This is an optimization exercise on Yosys and OpenROAD, whose aim is small area, a short achievable clock period and few clock cycles per item, not a production implementation. Function was not checked in any run shown here: the RTL went through the layout flow alone. Power is estimated from default activity; no workload was simulated.

`flow/constraint.sdc`:
```
create_clock -name core_clock -period 6.5 [get_ports {clk}]
set_input_delay 1.3000 -clock core_clock [delete_from_list [all_inputs] [get_ports {clk}]]
set_output_delay 1.3000 -clock core_clock [all_outputs]
set_load 0.01 [all_outputs]
```
`flow/run.sh`:
```
#!/bin/bash
# synth_recipe.tcl (not shown) runs the flow's synth.tcl, then flattens the netlist and writes it again
# the make line also repeats each setting of config.mk as NAME=value (left out here)
make -C /OpenROAD-flow-scripts/flow DESIGN_CONFIG=/design/flow/config.mk WORK_HOME=/design/flow/orfs CLKGATE_MAP_FILE= SYNTH_SCRIPT=/design/flow/synth_recipe.tcl finish
```
`flow/config.mk`:
```
export PLATFORM = sky130hd
export DESIGN_NAME = interval_set_table_top
export DESIGN_NICKNAME = interval_set_table_top
export VERILOG_FILES = /design/flow/design.v
export SDC_FILE = /design/flow/constraint.sdc
export NUM_CORES = 4
export LEC_CHECK = 0
export CAP_MARGIN = 20
export CORE_MARGIN = 2
export CORE_UTILIZATION = 50
export SETUP_SLACK_MARGIN = 4.0
export SLEW_MARGIN = 20
export TNS_END_PERCENT = 5
```
`flow/design.v`:
```
`timescale 1ns / 1ps
package ist_pkg;
  typedef enum logic [1:0] {
    CMD_ADD    = 2'd0,
    CMD_REMOVE = 2'd1,
    CMD_QUERY  = 2'd2,
    CMD_FILL   = 2'd3
  } ist_cmd_t;
  typedef enum logic [2:0] {
    ST_IDLE,
    ST_SCAN,
    ST_DRAIN,
    ST_APPLY,
    ST_WRITE2,
    ST_RESP
  } ist_state_t;
  typedef struct packed {
    logic holder;   
    logic left;     
    logic right;    
    logic free;     
  } ist_hits_t;
endpackage
`timescale 1ns / 1ps
module ist_mem #(
  parameter int DEPTH = 4,
  parameter int WIDTH = 7,
  parameter int CW    = 3
) (
  input  logic             clk,
  input  logic             rst,
  input  logic             push,
  input  logic [WIDTH-1:0] push_data,
  input  logic             pop,
  output logic             head_valid,
  output logic [WIDTH-1:0] head_data,
  output logic [CW-1:0]    count
);
  logic [WIDTH-1:0] q [DEPTH];
  logic [CW-1:0]    cnt, cnt_pop;
  assign count      = cnt;
  assign head_data  = q[0];
  assign cnt_pop    = cnt - CW'(pop);
  always_ff @(posedge clk) begin
    if (rst) begin
      cnt        <= '0;
      head_valid <= 1'b0;
    end else begin
      cnt        <= cnt_pop + CW'(push);
      head_valid <= (cnt_pop + CW'(push)) != '0;
    end
  end
  always_ff @(posedge clk) begin
    for (int k = 0; k < DEPTH; k++) begin
      if (push && cnt_pop == CW'(k)) begin
        q[k] <= push_data;
      end else if (pop && k < DEPTH - 1) begin
        q[k] <= q[k+1];
      end
    end
  end
endmodule
`timescale 1ns / 1ps
module ist_scan (
  input  logic [15:0] first,    
  input  logic [16:0] fin,      
  input  logic [16:0] x,        
  input  logic [16:0] y,        
  output logic        le1,      
  output logic        eq1,      
  output logic        ge2,      
  output logic        eq2       
);
  always_comb begin
    le1 = {1'b0, first} <= x;
    eq1 = {1'b0, first} == x;
    ge2 = fin >= y;
    eq2 = fin == y;
  end
endmodule
`timescale 1ns / 1ps
module interval_set_table_top (
  input  logic        clk,
  input  logic        rst,
  input  logic        in_valid,
  output logic        in_stall,
  input  logic [1:0]  cmd,
  input  logic [15:0] position,
  input  logic [16:0] fill_length,
  output logic        out_valid,
  input  logic        out_stall,
  output logic        is_member,
  output logic        table_full_error,
  output logic [4:0]  range_total
);
  localparam int N = 16;
  logic        accept;
  logic [16:0] p_ext, p_inc, fill_sum;
  logic [8:0]  fill_lo;
  logic [8:0]  fill_hi;
  logic [7:0]  a_fsl;    
  logic        a_fc;     
  logic [7:0]  a_flh;    
  logic        a_v;
  logic [1:0]  a_cmd;
  logic [16:0] a_x;      
  logic [16:0] a_y;      
  logic        a_fnz;    
  logic        a_fhi;    
  logic [16:0] a_xw;     
  always_comb begin
    p_ext    = {1'b0, position};
    p_inc    = p_ext + 17'd1;
    fill_lo  = {1'b0, position[7:0]} + {1'b0, fill_length[7:0]};
  end
  always_ff @(posedge clk) begin
    if (rst) begin
      a_v <= 1'b0;
    end else begin
      a_v <= accept;
    end
    a_cmd <= cmd;
    a_x   <= (cmd == 2'd1 || cmd == 2'd3) ? p_ext : p_inc;
    a_fsl <= fill_lo[7:0];
    a_fc  <= fill_lo[8];
    a_flh <= fill_length[15:8];
    a_y   <= (cmd == 2'd1) ? p_inc : p_ext;
    a_fnz <= fill_length != 17'd0;
    a_fhi <= fill_length[16];
  end
  always_comb begin
    fill_hi  = {1'b0, a_y[15:8]} + {1'b0, a_flh} + {8'd0, a_fc};
    fill_sum = {fill_hi, a_fsl};
    if (a_cmd != 2'd3) begin
      a_xw = a_x;
    end else if (a_fhi || fill_sum[16]) begin
      a_xw = 17'd65536;
    end else begin
      a_xw = fill_sum;
    end
  end
  logic [N-1:0] vs, ve;           
  logic [15:0]  st  [N];          
  logic [16:0]  en  [N];          
  logic [4:0]   cnt;              
  logic [N-1:0] c_le1, c_eq1, c_ge2, c_eq2;
  logic         f_le1, f_eq1, f_ge2, f_eq2;
  logic [N-1:0] c_s1, c_e1;
  logic         f_s1, f_e1, a_rm;
  logic        d_v;
  logic [1:0]  d_cmd;
  logic [16:0] d_x;      
  logic [16:0] d_y;      
  logic        d_fnz;
  logic [N-1:0] r_sle, r_seq, r_ele, r_eeq;
  for (genvar i = 0; i < N; i++) begin : g_ent
    ist_scan u_cmp (
      .first (st[i]),
      .fin   (en[i]),
      .x     (a_x),
      .y     (a_y),
      .le1   (c_le1[i]),
      .eq1   (c_eq1[i]),
      .ge2   (c_ge2[i]),
      .eq2   (c_eq2[i])
    );
  end
  ist_scan u_fix (
    .first (d_y[15:0]),
    .fin   (d_x),
    .x     (a_x),
    .y     (a_y),
    .le1   (f_le1),
    .eq1   (f_eq1),
    .ge2   (f_ge2),
    .eq2   (f_eq2)
  );
  always_comb begin
    a_rm = a_cmd == 2'd1;
    c_s1 = a_rm ? c_le1 : (c_le1 & ~c_eq1);
    c_e1 = a_rm ? ~c_ge2 : (~c_ge2 | c_eq2);
    f_s1 = a_rm ? f_le1 : (f_le1 & ~f_eq1);
    f_e1 = a_rm ? ~f_ge2 : (~f_ge2 | f_eq2);
  end
  logic [N-1:0] hs, he, free_s, free_e;
  logic         lows, lowe, member, any_s, any_e, grow, full;
  logic         is_add, is_rm;
  logic [N-1:0] vs_nx, ve_nx, we_s, we_e;
  logic [4:0]   cnt_nx;
  logic         r_mem, r_err;
  always_comb begin
    is_add = d_cmd == 2'd0;
    is_rm  = d_cmd == 2'd1;
    full   = cnt[4];
    lows   = 1'b1;
    lowe   = 1'b1;
    for (int i = 0; i < N; i++) begin
      free_s[i] = ~vs[i] & lows;
      lows      = lows & vs[i];
      free_e[i] = ~ve[i] & lowe;
      lowe      = lowe & ve[i];
    end
    member = (^(vs & r_sle)) ^ (^(ve & r_ele));
    hs     = vs & r_seq;
    he     = ve & r_eeq;
    any_s  = |hs;
    any_e  = |he;
    grow   = ((is_add & ~member) | (is_rm & member)) & ~any_s & ~any_e;
    vs_nx  = vs;
    ve_nx  = ve;
    we_s   = '0;
    we_e   = '0;
    cnt_nx = cnt;
    r_mem  = 1'b0;
    r_err  = 1'b0;
    unique case (d_cmd)
      2'd0, 2'd1: begin
        we_s   = hs | free_s;
        we_e   = he | free_e;
        vs_nx  = (vs & ~(hs & {N{any_e}})) | (free_s & {N{grow & ~full}});
        ve_nx  = (ve & ~(he & {N{any_s}})) | (free_e & {N{grow & ~full}});
        cnt_nx = (any_s & any_e) ? cnt - 5'd1 : ((grow & ~full) ? cnt + 5'd1 : cnt);
        r_err  = grow & full;
      end
      2'd2: begin
        r_mem = member;
      end
      default: begin
        we_s   = N'(1);
        we_e   = N'(1);
        vs_nx  = N'(d_fnz);
        ve_nx  = N'(d_fnz);
        cnt_nx = 5'(d_fnz);
      end
    endcase
    if (!d_v) begin
      we_s = '0;
      we_e = '0;
    end
  end
  always_ff @(posedge clk) begin
    if (rst) begin
      vs  <= '0;
      ve  <= '0;
      cnt <= '0;
      d_v <= 1'b0;
    end else begin
      d_v <= a_v;
      if (d_v) begin
        vs  <= vs_nx;
        ve  <= ve_nx;
        cnt <= cnt_nx;
      end
    end
  end
  always_ff @(posedge clk) begin
    d_cmd <= a_cmd;
    d_x   <= a_xw;
    d_y   <= a_y;
    d_fnz <= a_fnz;
    for (int i = 0; i < N; i++) begin
      if (we_s[i]) begin
        st[i] <= d_y[15:0];
      end
      if (we_e[i]) begin
        en[i] <= d_x;
      end
      r_sle[i] <= we_s[i] ? f_s1 : c_s1[i];
      r_seq[i] <= we_s[i] ? f_eq1 : c_eq1[i];
      r_ele[i] <= we_e[i] ? f_e1 : c_e1[i];
      r_eeq[i] <= we_e[i] ? f_eq2 : c_eq2[i];
    end
  end
  logic [2:0] q_cnt;
  logic [6:0] head;
  logic       pop;
  logic [2:0] owed;       
  assign pop      = out_valid && !out_stall;
  assign accept   = in_valid && !in_stall;
  always_ff @(posedge clk) begin
    if (rst) begin
      owed     <= '0;
      in_stall <= 1'b0;
    end else begin
      owed     <= owed + 3'(accept) - 3'(pop);
      in_stall <= (owed + 3'(accept) - 3'(pop)) >= 3'd4;
    end
  end
  ist_mem #(
    .DEPTH (4),
    .WIDTH (7),
    .CW    (3)
  ) u_res (
    .clk        (clk),
    .rst        (rst),
    .push       (d_v),
    .push_data  ({r_mem, r_err, cnt_nx}),
    .pop        (pop),
    .head_valid (out_valid),
    .head_data  (head),
    .count      (q_cnt)
  );
  assign is_member        = head[6];
  assign table_full_error = head[5];
  assign range_total      = head[4:0];
endmodule
```
==> metrics.csv, run 1 <==
stage,metric,value,unit
run_status,outcome,timing/DRC/antenna clean,
clock_network,hold buffers post-CTS,0,
final_layout,final net count,3929,
die,Die Width,281,µm
synth,Post-synth EDFFs,556,
detailed_routing,DRT iter0 DRCs,2281,
final_layout,"commonest non-fill, non-tap cell in the layout",ha_1,
clock_network,Root Buffer,clkbuf_16,
detailed_routing,Pre-Repair DR Iteration Count,5,
worst_setup_path,Worst setup EP type,flop,
clock_network,Clock transition at path regs,0.06,ns
worst_setup_path,required time of the critical path,7.05,ns
synth,mux cell area share after synthesis,1.87,%
placed_design,RePlAce Congestion,0.873,
detailed_routing,Vias per Instance,5.96,
timing,"Slew Viols, Final",0,
placed_design,placed instance count,4126,
clock_network,clk latency of the worst-skew pair,0.64,ns
grt,largest net degree at the start of global routing,43,
timing,Final setup viols,0,
power,PD cells,248,nW/µm²
worst_setup_path,CP Data Arrival Time,3.48,ns
detailed_routing,Vias,26200,
timing,Rel. slew slack,25.9,%
synth,Compound-Gate Fraction of Synth Area,11.9,%
worst_setup_path,Setup crit start kind,flop,
synth,post-synthesis cell count,3045,
placed_design,I/O Buffers,47,
power,Pwr Total,11.4,mW
synth,Post-Synth XOR/XNOR Area,1.84,%
placed_design,Post-DP HPWL,70500,µm
timing,Setup TNS,0,ns
grt,Tot GR Track Use,27.2,%
detailed_routing,# DRC,0,
synth,main combinational cell family by area after synthesis,adder cells,
job,maxcap violations,0,
timing,Hold Slack,0.353,ns
timing,ratio of final minimum period to clock period,45.1,%
final_layout,post-route insts no fill,4402,
timing,FMAX,341,MHz
synth,flop and latch count out of synthesis,757,
synth,sequential share of the synthesized area,54.1,%
timing,setup ws final,3.57,ns
final_layout,layout cell share with drive strength beyond 1,19.1,%
timing,Fin Clk Skew,0.0230,ns
worst_setup_path,crit path max fanout,6,
die,core area,75900,µm²
synth,Mapped Area,38300,µm²
synth,Mapped Nets,3673,
timing,final hold vios,0,
die,Site Rows,101,
final_layout,area grow syn2layout,20.4,%
grt,number of antenna violations at the first check in global routing,3,
detailed_routing,routed wire length per instance,24.5,µm
clock_network,CTS tree,yes,
final_layout,most frequent cells in the layout,"ha_1 (564), edfxtp_1 (556), a21oi_1 (166)",
worst_hold_path,Hold Path Class,flop to flop,
synth,Simple-Gate Fraction of Synth Area,9.09,%
power,VDD IR max,0.000222,V
clock_network,Longest Clk Path Bufs,3,
die,Die ar.,78900,µm²
clock_network,Clock Sink Count,757,
grt,vias in the first global route,26100,
synth,Post-Syn Area per Cell,12.6,µm²
grt,first-pass GRT wire length,161000,µm
power,leakage,18.5,nW
die,num ports,48,
clock_network,H-Tree Depth,3,
placed_design,Post-DP Area,40500,µm²
die,Initial Util,50.5,%
grt,grt total ovfl,0,
synth,Post-Synth Adder-Cell Area,19.3,%
final_layout,fin area,46200,µm²
synth,Post-synth ARST share,0,%
detailed_routing,Post-DRT Antenna Nets,0,
timing,Worst-Margin Slew,1.11,ns
clock_network,CTS buffer count,83,
placed_design,pre-CTS setup slack,2.87,ns
detailed_routing,"wirelength, routed",108000,µm
die,die height,281,µm
synth,YS warnings,8,
synth,Main synth FF type,edfxtp_1,
timing,RSZ-0062 raised after global routing,yes,
timing,Tmin final,2.93,ns
synth,Synth cell types,71,
worst_setup_path,Setup CP Type,flop to flop,
final_layout,final core occ,60.8,%
-- metal layers --
layer	GRT usage (%)	routed length, µm	share of wire (%)	up-vias
li1	-	-	-	12200
met1	39.6	50500	47	13100
met2	42.9	48900	45	755
met3	3.77	6140	5.7	170
met4	7.08	2540	2.4	0
met5	0	0	0	-
-- path summary, 6_finish.rpt --
kind              startpoint       end  slack [ns]  depth (start not counted)
setup / recovery      a_y[1]  r_ele[3]        3.57                         15
hold reg to reg       a_y[4]    d_y[4]        0.35                          0
setup reg to reg      a_y[1]  r_ele[3]        3.57                         15
hold / removal        a_y[4]    d_y[4]        0.35                          0
-- area by class of cell --
class	count	area (µm²)
inverters	131	562
clock buffers	106	2340
multi-input cells	2109	18400
diodes	2	5.00
fillers	5986	29800
well taps	1030	1290
flip-flops and latches	757	20900
repair buffers	219	2270
clock inverters	48	387
-- what timing repair did --
| action | in CTS | in global routing |
|---|---|---|
| setup buffers | 82 | 29 |
| gates resized for setup | 284 | 157 |
| cloned | 3 | 6 |
| pin swaps | 117 | 70 |
| hold endpoints to repair | 0 | 0 |
| setup endpoints to repair | 682 | 621 |
-- critical path, stage by stage (launching register included) --
cell and delay [ns]:
dfxtp_2 0.35, clkinvlp_4 0.11, buf_12 0.15, buf_8 0.12
buf_4 0.13, ha_4 0.23, nor2b_1 0.12, o21a_1 0.16
o21a_1 0.19, o21ai_2 0.21, a31oi_4 0.14, a211oi_2 0.29
o21ai_2 0.12, a221oi_2 0.28, nor2_1 0.09, mux2i_1 0.14
-- power by group --
group          internal (mW)  leakage, nW  switching (mW)
clock network           2.75         1.37            1.97
logic                  0.555         10.4           0.716
registers               5.32         6.71           0.127
-- Yosys cell counts, drive strengths merged (8+ instances only) --
master	n	area, µm²
a221oi	9	78.8
nand2	141	534
o21bai	11	82.6
nor2	109	412
a21oi	206	1030
xnor2	49	437
nand4	110	688
nor4	17	106
clkbuf	37	139
edfxtp	556	16700
a31oi	22	138
and3	23	145
ha	585	7320
mux2	22	248
nor3	24	120
or4	10	75.1
dfxtp	201	4020
nand4b	12	105
o21a	99	743
mux2i	47	470
nand3	66	330
a211oi	15	113
inv	130	488
nand3b	8	60.1
a22o	11	96.3
o31ai	9	67.6
nor2b	62	388
and4	15	134
nand2b	32	200
xor2	28	245
a22oi	12	90.1
o21ai	145	726
a21o	138	1040
and2	8	50.1
buf	14	98.8
-- registers in the layout (all words and copies together) (netlist names), 17 cells and up --
| register | flops |
|---|---|
| st | 256 |
| en | 272 |
| a_y | 17 |
| d_x | 17 |
| u_res.q | 28 |
| a_x | 17 |
-- cells by family (layout without fill, tap and decap cells) --
group           Yosys count  after routing
fa+ha+maj               589            589
flops                   757            757
other cells               0              2
xor+xnor                 78             78
compound gates          717            717
mux                      69             70
simple gates            653            655
buf+inv                 182            504
==> inputs of run 2 (changes only) <==
--- a/flow/design.v
+++ b/flow/design.v
@@ -71,11 +71,32 @@
   output logic        ge2,      
   output logic        eq2       
 );
+  function automatic logic [1:0] cmp_gt_eq(input logic [16:0] a, input logic [16:0] b);
+    logic [16:0] g, e;
+    logic [4:0]  gg, ge;
+    logic        gt, eq;
+    g = a & ~b;
+    e = ~(a ^ b);
+    for (int j = 0; j < 4; j++) begin
+      gg[j] = g[4*j+3] | (e[4*j+3] & g[4*j+2]) | (e[4*j+3] & e[4*j+2] & g[4*j+1]) |
+              (e[4*j+3] & e[4*j+2] & e[4*j+1] & g[4*j]);
+      ge[j] = e[4*j+3] & e[4*j+2] & e[4*j+1] & e[4*j];
+    end
+    gg[4] = g[16];
+    ge[4] = e[16];
+    gt = gg[4] | (ge[4] & gg[3]) | (ge[4] & ge[3] & gg[2]) | (ge[4] & ge[3] & ge[2] & gg[1]) |
+         (ge[4] & ge[3] & ge[2] & ge[1] & gg[0]);
+    eq = &ge;
+    cmp_gt_eq = {gt, eq};
+  endfunction
+  logic [1:0] c1, c2;
   always_comb begin
-    le1 = {1'b0, first} <= x;
-    eq1 = {1'b0, first} == x;
-    ge2 = fin >= y;
-    eq2 = fin == y;
+    c1  = cmp_gt_eq({1'b0, first}, x);
+    c2  = cmp_gt_eq(y, fin);
+    le1 = ~c1[1];
+    eq1 = c1[0];
+    ge2 = ~c2[1];
+    eq2 = c2[0];
   end
 endmodule
 `timescale 1ns / 1ps
@@ -96,11 +117,7 @@
   localparam int N = 16;
   logic        accept;
   logic [16:0] p_ext, p_inc, fill_sum;
-  logic [8:0]  fill_lo;
-  logic [8:0]  fill_hi;
-  logic [7:0]  a_fsl;    
-  logic        a_fc;     
-  logic [7:0]  a_flh;    
+  logic [15:0] a_fl;     
   logic        a_v;
   logic [1:0]  a_cmd;
   logic [16:0] a_x;      
@@ -111,7 +128,6 @@
   always_comb begin
     p_ext    = {1'b0, position};
     p_inc    = p_ext + 17'd1;
-    fill_lo  = {1'b0, position[7:0]} + {1'b0, fill_length[7:0]};
   end
   always_ff @(posedge clk) begin
     if (rst) begin
@@ -121,16 +137,13 @@
     end
     a_cmd <= cmd;
     a_x   <= (cmd == 2'd1 || cmd == 2'd3) ? p_ext : p_inc;
-    a_fsl <= fill_lo[7:0];
-    a_fc  <= fill_lo[8];
-    a_flh <= fill_length[15:8];
+    a_fl  <= fill_length[15:0];
     a_y   <= (cmd == 2'd1) ? p_inc : p_ext;
     a_fnz <= fill_length != 17'd0;
     a_fhi <= fill_length[16];
   end
   always_comb begin
-    fill_hi  = {1'b0, a_y[15:8]} + {1'b0, a_flh} + {8'd0, a_fc};
-    fill_sum = {fill_hi, a_fsl};
+    fill_sum = a_y + {1'b0, a_fl};
     if (a_cmd != 2'd3) begin
       a_xw = a_x;
     end else if (a_fhi || fill_sum[16]) begin
==> metrics.csv, run 2 <==
stage,metric,value,unit
final_layout,area grow syn2layout,18.8,%
clock_network,Clock Sink Count,756,
final_layout,Largest regs,"en: 272 flops, st: 256 flops, u_res.q: 28 flops",
worst_setup_path,required time of the critical path,6.87,ns
timing,ratio of final minimum period to clock period,43.8,%
worst_setup_path,worst r2r src,r_ele[15],
die,die height,283,µm
clock_network,Root Buffer,clkbuf_16,
timing,setup ws final,3.65,ns
grt,vias in the first global route,28000,
clock_network,Clock transition at path regs,0.06,ns
worst_setup_path,CP max stage cell,dfxtp_2,
synth,Yosys top cell area share,42.8,%
final_layout,post-route insts no fill,4651,
final_layout,final net count,4175,
detailed_routing,"wirelength, routed",115000,µm
timing,Final setup viols,0,
worst_setup_path,Worst setup EP type,flop,
clock_network,clk latency of the worst-skew pair,0.64,ns
die,core area,77300,µm²
worst_hold_path,hold endpoint,d_v,
power,PD cells,246,nW/µm²
die,Die Width,283,µm
synth,Mapped Nets,3884,
detailed_routing,Post-DRT Antenna Nets,0,
clock_network,CTS tree,yes,
worst_setup_path,Setup crit start kind,flop,
clock_network,CTS buffer count,83,
detailed_routing,routed wire length per instance,24.7,µm
synth,YS warnings,8,
worst_setup_path,Max stage delay on crit path,0.40,ns
timing,Setup TNS,0,ns
synth,top-count cell post-synth,ha_1,
clock_network,H-Tree Depth,3,
placed_design,Post-DP HPWL,74700,µm
detailed_routing,Vias per Instance,5.90,
final_layout,layout cell share with drive strength beyond 1,16.1,%
power,leakage,19.9,nW
final_layout,Largest register FFs,272,
detailed_routing,max layer used,met4,
placed_design,RePlAce Congestion,0.887,
job,maxcap violations,0,
detailed_routing,# DRC,0,
timing,Rel. slew slack,28.9,%
grt,grt total ovfl,0,
worst_setup_path,"most used cell, CP",xnor2_2,
die,Site Rows,102,
grt,Tot GR Track Use,28.4,%
final_layout,"commonest non-fill, non-tap cell in the layout",ha_1,
timing,Fin Clk Skew,0.0281,ns
die,Initial Util,50.5,%
detailed_routing,Vias,27400,
die,num ports,48,
timing,RSZ-0062 raised after global routing,yes,
synth,Area contributors post-synth,"edfxtp_1 (43%), ha_1 (19%), dfxtp_1 (10%)",
clock_network,Longest Clk Path Bufs,3,
timing,Tmin final,2.85,ns
grt,number of antenna violations at the first check in global routing,4,
synth,Post-synth ARST share,0,%
detailed_routing,DRT iter0 DRCs,2096,
placed_design,Post-DP Area,41400,µm²
timing,final hold vios,0,
synth,Synth cell types,78,
detailed_routing,Pre-Repair DR Iteration Count,5,
worst_setup_path,crit path max fanout,4,
final_layout,Reg with most FFs,en,
detailed_routing,Met1 Wirelength,45800,µm
worst_setup_path,CP cell instances,nand2_2 -> xnor2_2 -> xnor2_2 -> xnor2_2 -> xnor2_2 -> xnor3_2 -> and2_4 -> a211oi_4 -> o32ai_4 -> mux2_1,
synth,Main synth FF type,edfxtp_1,
worst_hold_path,worst hold path depth,1,
synth,largest area contributor in the netlist,edfxtp_1,
synth,post-synthesis cell count,3257,
power,VDD IR max,0.000192,V
worst_hold_path,Hold Path Class,flop to flop,
placed_design,placed instance count,4382,
worst_setup_path,Setup CP Type,flop to flop,
grt,largest net degree at the start of global routing,54,
timing,"Slew Viols, Final",0,
synth,Mapped Area,39000,µm²
timing,Worst-Margin Slew,1.06,ns
synth,Post-Syn Area per Cell,12.0,µm²
placed_design,pre-CTS setup slack,2.64,ns
synth,Post-synth top cells,"ha_1 (586), edfxtp_1 (556), inv_1 (343)",
final_layout,# diodes,0,
final_layout,fin area,46400,µm²
synth,Post-synth EDFFs,556,
die,Die ar.,80300,µm²
power,Pwr Total,11.4,mW
timing,FMAX,351,MHz
worst_setup_path,CP Data Arrival Time,3.22,ns
run_status,outcome,timing/DRC/antenna clean,
detailed_routing,met2 WL,56400,µm
synth,flop and latch count out of synthesis,756,
worst_setup_path,R2R cell count,10,
final_layout,most frequent cells in the layout,"ha_1 (568), edfxtp_1 (556), inv_1 (332)",
detailed_routing,routed wl met3,6840,µm
grt,first-pass GRT wire length,171000,µm
placed_design,I/O Buffers,47,
worst_setup_path,"setup slack, reg-to-reg",3.65,ns
synth,sequential share of the synthesized area,53.0,%
worst_hold_path,HP Start,a_v,
worst_setup_path,worst r2r dst,u_res.q[0][1],
[run 2: cell count changes in the layout (fill, tap and decap cells not counted), sizes merged, moves of 15 or more]
cell	previous run	this run
o21a	99	10
inv	115	339
o21ai	145	160
nor3	24	46
nor2	110	93
a21o	138	195
mux2i	47	26
buf	167	198
clkinv	39	23
[run 2: cell families (layout without fill, tap and decap cells)]
kind of cell | count (synthesis) | count (layout) | synth area share (%)
and+or+nand+nor | 659 | 660 | 8.98
muxes | 51 | 51 | 1.39
DFF | 756 | 756 | 53.0
adders and majority gates | 588 | 588 | 18.9
buffers and inverters | 385 | 737 | 3.74
xor gates and xnor gates | 81 | 81 | 1.91
AOI/OAI and AO/OA | 737 | 738 | 12.1
[run 2: routing by layer]
metal / up-vias / global-route usage (%)
li1: 12700 / -
met1: 13500 / 34.8
met2: 907 / 49.1
met3: 306 / 4.58
met4: 0 / 13.6
met5: - / 0
[run 2: power by group]
| part | internal (mW) | switching [mW] |
|---|---|---|
| sequential | 5.31 | 0.0859 |
| combinational | 0.555 | 0.811 |
| clock | 2.68 | 1.95 |
| total | 8.54 | 2.84 |
[run 2: area by class of cell]
cell class,instances,area [µm²]
clock buffer,116,2310
clock inverter,32,327
fill,6228,31000
timing repair buffer,245,2280
inverter,344,1320
multi-input combinational,2118,18000
tap,1040,1300
sequential,756,20900
[run 2: worst max-delay path: cells and delay by family (launching register included)]
family                    cells  cell delay (ns)
DFF                           1             0.40
and+or+nand+nor               2             0.31
AOI/OAI and AO/OA             2             0.42
xor gates and xnor gates      5             1.14
muxes                         1             0.31
[run 2: stage by stage]
| stage | hold slack (ns) | util [%] |
|---|---|---|
| 4_1_cts | 0.444 | 59.4 |
| 3_5_place_dp | 0.425 | 53.6 |
| 2_1_floorplan | 0.310 | - |
| 5_1_grt | 0.467 | 60.0 |
| 3_3_place_gp | 0.422 | 53.5 |
| 6_report | 0.441 | 60.0 |
[run 2: worst max path at each step]
stage	from	end	cells after the start
6_report	r_ele[15]	u_res.q[0][1]	10
5_1_grt	a_y[0]	d_x[1]	13
2_1_floorplan	out_stall	u_res.q[0][1]	7
3_5_place_dp	a_y[2]	d_x[5]	11
4_1_cts	a_y[1]	d_x[15]	12
3_3_place_gp	a_y[2]	d_x[12]	11
[run 2: timing repair]
action,4_1_cts,5_1_grt
hold buffers,0,0
cloned,3,0
setup buffers,95,23
setup endpoints to repair,674,386
pin swaps,108,46
gates resized for setup,261,77

## what the ideal ports hide
How much do the figures lean on ideal ports? The routed layouts below were timed once more, with nothing changed but the port constraints. Step 1, drivers: a clkbuf_16 drives clk and a buf_2 each remaining input, both assumed. Step 2 adds t to the input delays and takes it off the output delays; t is the mean of the earliest and latest rising clock arrival at the registers after step 1. Input paths then give back, and output paths get back, about the clock's delay inside the block. Slacks: no drivers / after step 1 / after step 2; pairs: no drivers / after step 1.
| run | shift t [ns] | setup slack, ns | latest minus earliest clock arrival (ns) | worst data-port slew with drivers (ns) |
|---|---|---|---|---|
| run 1 | 0.696 | 3.569 / 3.569 / 3.184 | 0.024 / 0.023 | 0.07 |
| run 2 | 0.698 | 3.651 / 3.651 / 3.054 | 0.034 / 0.035 | 0.05 |
After both steps every run listed still meets setup and hold. The setup slack of run 2, which loses most, moves by 0.000 ns with the drivers and by -0.597 ns with both steps.
